This design comes from an exercise in tuning for small area, a short achievable clock period and few clock cycles per item on the open sky130 flow, not from production work.
RTL that was checked went through simulation tests only; none was proved equivalent to the original.

==> flow/design.v <==
package hdbe_op_pkg;
  typedef enum logic [3:0] {
    ADD  = 4'd0,
    SUB  = 4'd1,
    MUL  = 4'd2,
    SHL  = 4'd3,
    LSHR = 4'd4,
    ASHR = 4'd5,
    AND  = 4'd6,
    OR   = 4'd7,
    XOR  = 4'd8
  } op_e;
  localparam logic [3:0] OpLastLegal = 4'd8;
  typedef struct packed {
    logic ovf;
    logic zero;
    logic illegal;
  } op_flags_t;
  function automatic logic op_is_legal(input logic [3:0] op);
    op_is_legal = (op <= OpLastLegal);
  endfunction
endpackage
module binary_op_alu (
  input  logic [3:0]  op,
  input  logic [31:0] lhs,
  input  logic [31:0] rhs,
  output logic [31:0] result,
  output logic        ovf
);
  logic        sub_s;
  logic [31:0] rhs_x_s;
  logic [31:0] sum_s;
  logic        is_shl_s;
  logic        fill_s;
  logic        amt_big_s;
  logic [31:0] src_s;
  logic [31:0] shr_s;
  logic [31:0] sh_s;
  assign sub_s   = op[0];
  assign rhs_x_s = rhs ^ {32{sub_s}};
  assign sum_s   = lhs + rhs_x_s + {31'd0, sub_s};
  assign is_shl_s  = !op[2];
  assign fill_s    = op[2] && op[0] && lhs[31];
  assign amt_big_s = |rhs[31:5];
  always_comb begin
    for (int i = 0; i < 32; i++) src_s[i] = is_shl_s ? lhs[31-i] : lhs[i];
  end
  assign shr_s = 32'($signed({fill_s, src_s}) >>> rhs[4:0]);
  always_comb begin
    for (int i = 0; i < 32; i++) sh_s[i] = amt_big_s ? fill_s : (is_shl_s ? shr_s[31-i] : shr_s[i]);
  end
  always_comb begin
    result = '0;
    ovf    = 1'b0;
    case (op)
      hdbe_op_pkg::ADD,
      hdbe_op_pkg::SUB: begin
        result = sum_s;
        ovf    = (lhs[31] == rhs_x_s[31]) && (sum_s[31] != lhs[31]);
      end
      hdbe_op_pkg::SHL,
      hdbe_op_pkg::LSHR,
      hdbe_op_pkg::ASHR: result = sh_s;
      hdbe_op_pkg::AND:  result = lhs & rhs;
      hdbe_op_pkg::OR:   result = lhs | rhs;
      hdbe_op_pkg::XOR:  result = lhs ^ rhs;
      hdbe_op_pkg::MUL:  result = rhs;
      default:           result = '0;
    endcase
  end
endmodule
module binary_op_booth_enc #(
  parameter int G = 4
) (
  input  logic [2*G:0] y,
  output logic [G-1:0] neg,
  output logic [G-1:0] one,
  output logic [G-1:0] two
);
  always_comb begin
    for (int i = 0; i < G; i++) begin
      neg[i] = y[2*i+2];
      one[i] = y[2*i+1] ^ y[2*i];
      two[i] = (y[2*i+2] & ~y[2*i+1] & ~y[2*i]) | (~y[2*i+2] & y[2*i+1] & y[2*i]);
    end
  end
endmodule
module binary_op_mulstep #(
  parameter int G = 4
) (
  input  logic [31:0]       a,
  input  logic [31:0]       h,
  input  logic [G-1:0]      neg,
  input  logic [G-1:0]      one,
  input  logic [G-1:0]      two,
  output logic [32+2*G-1:0] t
);
  localparam int TW = 32 + 2 * G;
  function automatic logic [TW-1:0] bias();
    logic [TW-1:0] b;
    b = -(TW'(1) << 31);
    for (int i = 0; i < G; i++) b = b - (TW'(1) << (32 + 2 * i));
    bias = b;
  endfunction
  localparam logic [TW-1:0] Bias = bias();
  logic [TW-1:0] rows_s [G];
  logic [TW-1:0] hrow_s;
  logic [TW-1:0] krow_s;
  logic [TW-1:0] s1_s, c1_s, s2_s, c2_s, s3_s, c3_s, s4_s, c4_s;
  always_comb begin
    for (int i = 0; i < G; i++) begin
      logic [32:0] mag;
      mag = ({33{one[i]}} & {a[31], a}) | ({33{two[i]}} & {a, 1'b0});
      mag = mag ^ {33{neg[i]}};
      rows_s[i] = TW'({~mag[32], mag[31:0]}) << (2 * i);
      if (i > 0) rows_s[i][2*i-2] = neg[i-1];
    end
    hrow_s = TW'({~h[31], h[30:0]});
    krow_s = Bias;
    krow_s[2*G-2] = neg[G-1];
  end
  function automatic logic [TW-1:0] maj(input logic [TW-1:0] x, input logic [TW-1:0] y,
                                        input logic [TW-1:0] z);
    maj = (x & y) | (x & z) | (y & z);
  endfunction
  assign s1_s = rows_s[0] ^ rows_s[1] ^ rows_s[2];
  assign c1_s = maj(rows_s[0], rows_s[1], rows_s[2]) << 1;
  assign s2_s = rows_s[3] ^ hrow_s ^ krow_s;
  assign c2_s = maj(rows_s[3], hrow_s, krow_s) << 1;
  assign s3_s = s1_s ^ c1_s ^ s2_s;
  assign c3_s = maj(s1_s, c1_s, s2_s) << 1;
  assign s4_s = s3_s ^ c3_s ^ c2_s;
  assign c4_s = maj(s3_s, c3_s, c2_s) << 1;
  assign t    = s4_s + c4_s;
endmodule
module binary_op_pipe
#(
  parameter int ParamBitWidth = 32,
  parameter int ParamLatency  = 2,
  parameter int ParamTagWidth = 8
) (
  input  logic                     clk,
  input  logic                     reset,
  input  logic                     in_valid,
  output logic                     in_ready,
  input  logic [3:0]               in_op,
  input  logic [ParamBitWidth-1:0] in_lhs,
  input  logic [ParamBitWidth-1:0] in_rhs,
  input  logic [ParamTagWidth-1:0] in_tag,
  output logic                     out_valid,
  input  logic                     out_ready,
  output logic [ParamBitWidth-1:0] out_result,
  output logic [ParamTagWidth-1:0] out_tag,
  output logic                     out_ovf,
  output logic                     out_zero,
  output logic                     out_illegal
);
  logic          valid_r;
  logic          busy_r;
  logic [1:0]    cnt_r;      
  logic [1:0]    len_r;      
  logic [31:0]   res_r;
  logic [31:0]   a_r;
  logic [31:0]   h_r;
  logic [3:0]    neg_r;      
  logic [3:0]    one_r;
  logic [3:0]    two_r;
  logic [7:0]    tag_r;
  logic          ovf_r;
  logic          ill_r;
  logic          mul_r;
  logic          take_s;
  logic          in_mul_s;
  logic [31:0]   alu_result_s;
  logic          alu_ovf_s;
  logic [39:0]   step_s;
  logic [1:0]    rhs_len_s;
  logic          swap_s;
  logic [1:0]    sel_s;
  logic [31:0]   shifted_s;
  logic [31:0]   hi_mask_s;
  logic [7:0]    mplier_s;
  logic [3:0]    in_neg_s, in_one_s, in_two_s;
  logic [3:0]    nx_neg_s, nx_one_s, nx_two_s;
  binary_op_alu u_alu (
    .op     (in_op),
    .lhs    (in_lhs),
    .rhs    (in_rhs),
    .result (alu_result_s),
    .ovf    (alu_ovf_s)
  );
  binary_op_mulstep #(
    .G(4)
  ) u_mulstep (
    .a   (a_r),
    .h   (h_r),
    .neg (neg_r),
    .one (one_r),
    .two (two_r),
    .t   (step_s)
  );
  binary_op_booth_enc #(
    .G(4)
  ) u_enc_in (
    .y   ({mplier_s, 1'b0}),
    .neg (in_neg_s),
    .one (in_one_s),
    .two (in_two_s)
  );
  binary_op_booth_enc #(
    .G(4)
  ) u_enc_next (
    .y   (res_r[15:7]),
    .neg (nx_neg_s),
    .one (nx_one_s),
    .two (nx_two_s)
  );
  function automatic logic [1:0] mul_len(input logic [31:0] v);
    if (v[31:7] == {25{v[31]}}) mul_len = 2'd0;
    else if (v[31:15] == {17{v[31]}}) mul_len = 2'd1;
    else if (v[31:23] == {9{v[31]}}) mul_len = 2'd2;
    else mul_len = 2'd3;
  endfunction
  assign rhs_len_s = mul_len(in_rhs);
  assign swap_s    = (in_lhs[31:7] == {25{in_lhs[31]}});
  assign mplier_s  = swap_s ? in_lhs[7:0] : in_rhs[7:0];
  assign in_ready = !busy_r && (!valid_r || out_ready);
  assign take_s   = in_valid && in_ready;
  assign in_mul_s = (in_op == hdbe_op_pkg::MUL);
  always_ff @(posedge clk or posedge reset) begin
    if (reset) begin
      valid_r <= 1'b0;
      busy_r  <= 1'b0;
      cnt_r   <= '0;
    end else if (take_s) begin
      valid_r <= !in_mul_s;
      busy_r  <= in_mul_s;
      cnt_r   <= swap_s ? 2'd0 : rhs_len_s;
    end else if (busy_r) begin
      cnt_r <= cnt_r - 1'b1;
      if (cnt_r == 2'd0) begin
        busy_r  <= 1'b0;
        valid_r <= 1'b1;
      end
    end else if (out_ready) begin
      valid_r <= 1'b0;
    end
  end
  assign sel_s = (cnt_r == 2'd0) ? len_r : 2'd3;
  always_comb begin
    case (sel_s)
      2'd0:    shifted_s = {step_s[31:0]};
      2'd1:    shifted_s = {step_s[23:0], res_r[31:24]};
      2'd2:    shifted_s = {step_s[15:0], res_r[31:16]};
      default: shifted_s = {step_s[7:0], res_r[31:8]};
    endcase
  end
  always_ff @(posedge clk) begin
    if (take_s) begin
      tag_r   <= in_tag;
      ill_r   <= !hdbe_op_pkg::op_is_legal(in_op);
      mul_r   <= in_mul_s;
      ovf_r   <= alu_ovf_s;
      len_r   <= swap_s ? 2'd0 : rhs_len_s;
      a_r     <= swap_s ? in_rhs : in_lhs;
      h_r     <= '0;
      neg_r   <= in_neg_s;
      one_r   <= in_one_s;
      two_r   <= in_two_s;
      res_r   <= alu_result_s;
    end else if (busy_r) begin
      h_r     <= step_s[39:8];
      res_r   <= shifted_s;
      neg_r   <= nx_neg_s;
      one_r   <= nx_one_s;
      two_r   <= nx_two_s;
    end
  end
  always_comb begin
    case (len_r)
      2'd0:    hi_mask_s = 32'hFF00_0000;
      2'd1:    hi_mask_s = 32'hFFFF_0000;
      2'd2:    hi_mask_s = 32'hFFFF_FF00;
      default: hi_mask_s = 32'hFFFF_FFFF;
    endcase
  end
  assign out_valid   = valid_r;
  assign out_result  = res_r;
  assign out_tag     = tag_r;
  assign out_ovf     = ovf_r || (mul_r && (|((h_r ^ {32{res_r[31]}}) & hi_mask_s)));
  assign out_zero    = (res_r == 32'd0);
  assign out_illegal = ill_r;
endmodule
Settings: LEC_CHECK=0, ABC_AREA=1, CAP_MARGIN=20, CORE_MARGIN=2, CORE_UTILIZATION=40, CTS_BUF_LIST=sky130_fd_sc_hd__clkbuf_8, SLEW_MARGIN=20; clock period 12.0 ns.
standard.sh (not shown) runs the stock make flow with config.mk's settings and CLKGATE_MAP_FILE= SYNTH_SCRIPT=/design/flow/synth_recipe.tcl, a recipe that flattens the netlist after the stock synthesis.
==> flow/flow/run.sh <==
#!/bin/bash
set -euo pipefail
args=()
while IFS= read -r line; do
  [[ -z "$line" || "$line" == \#* ]] && continue
  args+=("$line")
done < flow/params.txt
printf '%s\n' "${args[@]}" > flow_params.log
bash standard.sh "${args[@]}" finish > flow_make.log 2>&1
==> flow/flow/params.txt <==
SETUP_SLACK_MARGIN=6.8
BUFFER_PORTS_ARGS=-buffer_cell sky130_fd_sc_hd__buf_1
TNS_END_PERCENT=10
Edit:
--- a/flow/design.v
+++ b/flow/design.v
@@ -64,7 +64,6 @@
       hdbe_op_pkg::AND:  result = lhs & rhs;
       hdbe_op_pkg::OR:   result = lhs | rhs;
       hdbe_op_pkg::XOR:  result = lhs ^ rhs;
-      hdbe_op_pkg::MUL:  result = rhs;
       default:           result = '0;
     endcase
   end
@@ -179,7 +178,7 @@
   logic [1:0]    sel_s;
   logic [31:0]   shifted_s;
   logic [31:0]   hi_mask_s;
-  logic [7:0]    mplier_s;
+  logic [31:0]   mplier_s;
   logic [3:0]    in_neg_s, in_one_s, in_two_s;
   logic [3:0]    nx_neg_s, nx_one_s, nx_two_s;
   binary_op_alu u_alu (
@@ -202,7 +201,7 @@
   binary_op_booth_enc #(
     .G(4)
   ) u_enc_in (
-    .y   ({mplier_s, 1'b0}),
+    .y   ({mplier_s[7:0], 1'b0}),
     .neg (in_neg_s),
     .one (in_one_s),
     .two (in_two_s)
@@ -223,7 +222,7 @@
   endfunction
   assign rhs_len_s = mul_len(in_rhs);
   assign swap_s    = (in_lhs[31:7] == {25{in_lhs[31]}});
-  assign mplier_s  = swap_s ? in_lhs[7:0] : in_rhs[7:0];
+  assign mplier_s  = swap_s ? in_lhs : in_rhs;
   assign in_ready = !busy_r && (!valid_r || out_ready);
   assign take_s   = in_valid && in_ready;
   assign in_mul_s = (in_op == hdbe_op_pkg::MUL);
@@ -267,7 +266,7 @@
       neg_r   <= in_neg_s;
       one_r   <= in_one_s;
       two_r   <= in_two_s;
-      res_r   <= alu_result_s;
+      res_r   <= !in_mul_s ? alu_result_s : mplier_s;
     end else if (busy_r) begin
       h_r     <= step_s[39:8];
       res_r   <= shifted_s;
After rerunning: Maximum frequency is higher by 0.62%; worst hold slack stays flat; first-iteration DRC count climbs by 6.7%; utilization grows by 0.41 points; critical path depth does not change; global-route usage came out lower by 1.4 points; synthesized cell count rises by 1.6%; die area grows by 0.81%; design area came out higher by 1.3%; synthesized area came out higher by 0.83%; wire length shrinks by 1.8%; setup slack gets better by 0.032 ns.
Testbench counts after the change, summed over its fixed seeds: cycles 9,780, items 8,000.
The RTL of the first run of this note was laid out without a check of its function.

[static timing again, ports no longer ideal]
No port has a modelled driver above. Below, the same layouts with a new extraction and two added sets of constraints.
Step 1: set_driving_cell puts a clkbuf_16 on clk and a buf_2 on each other input, an assumption about the parent block.
Step 2 times the ports against the registers' clock, not the clock port: input delays grow and output delays shrink by t, the midpoint of the rising clock arrivals with the driver on.
a / b / c = no drivers / after step 1 / after step 2; a / b = the first two.
run | t, ns | setup WS [ns] | hold WS [ns] | clock arrival spread, ns
the first run | 0.538 | 6.765 / 6.742 / 6.287 | 0.530 / 0.530 / 0.530 | 0.020 / 0.020
the second run | 0.530 | 6.797 / 6.775 / 6.530 | 0.533 / 0.533 / 0.533 | 0.025 / 0.025
After both steps every run listed still meets setup and hold. The setup slack of the first run, which loses most, moves by -0.023 ns with the drivers and by -0.478 ns with both steps.
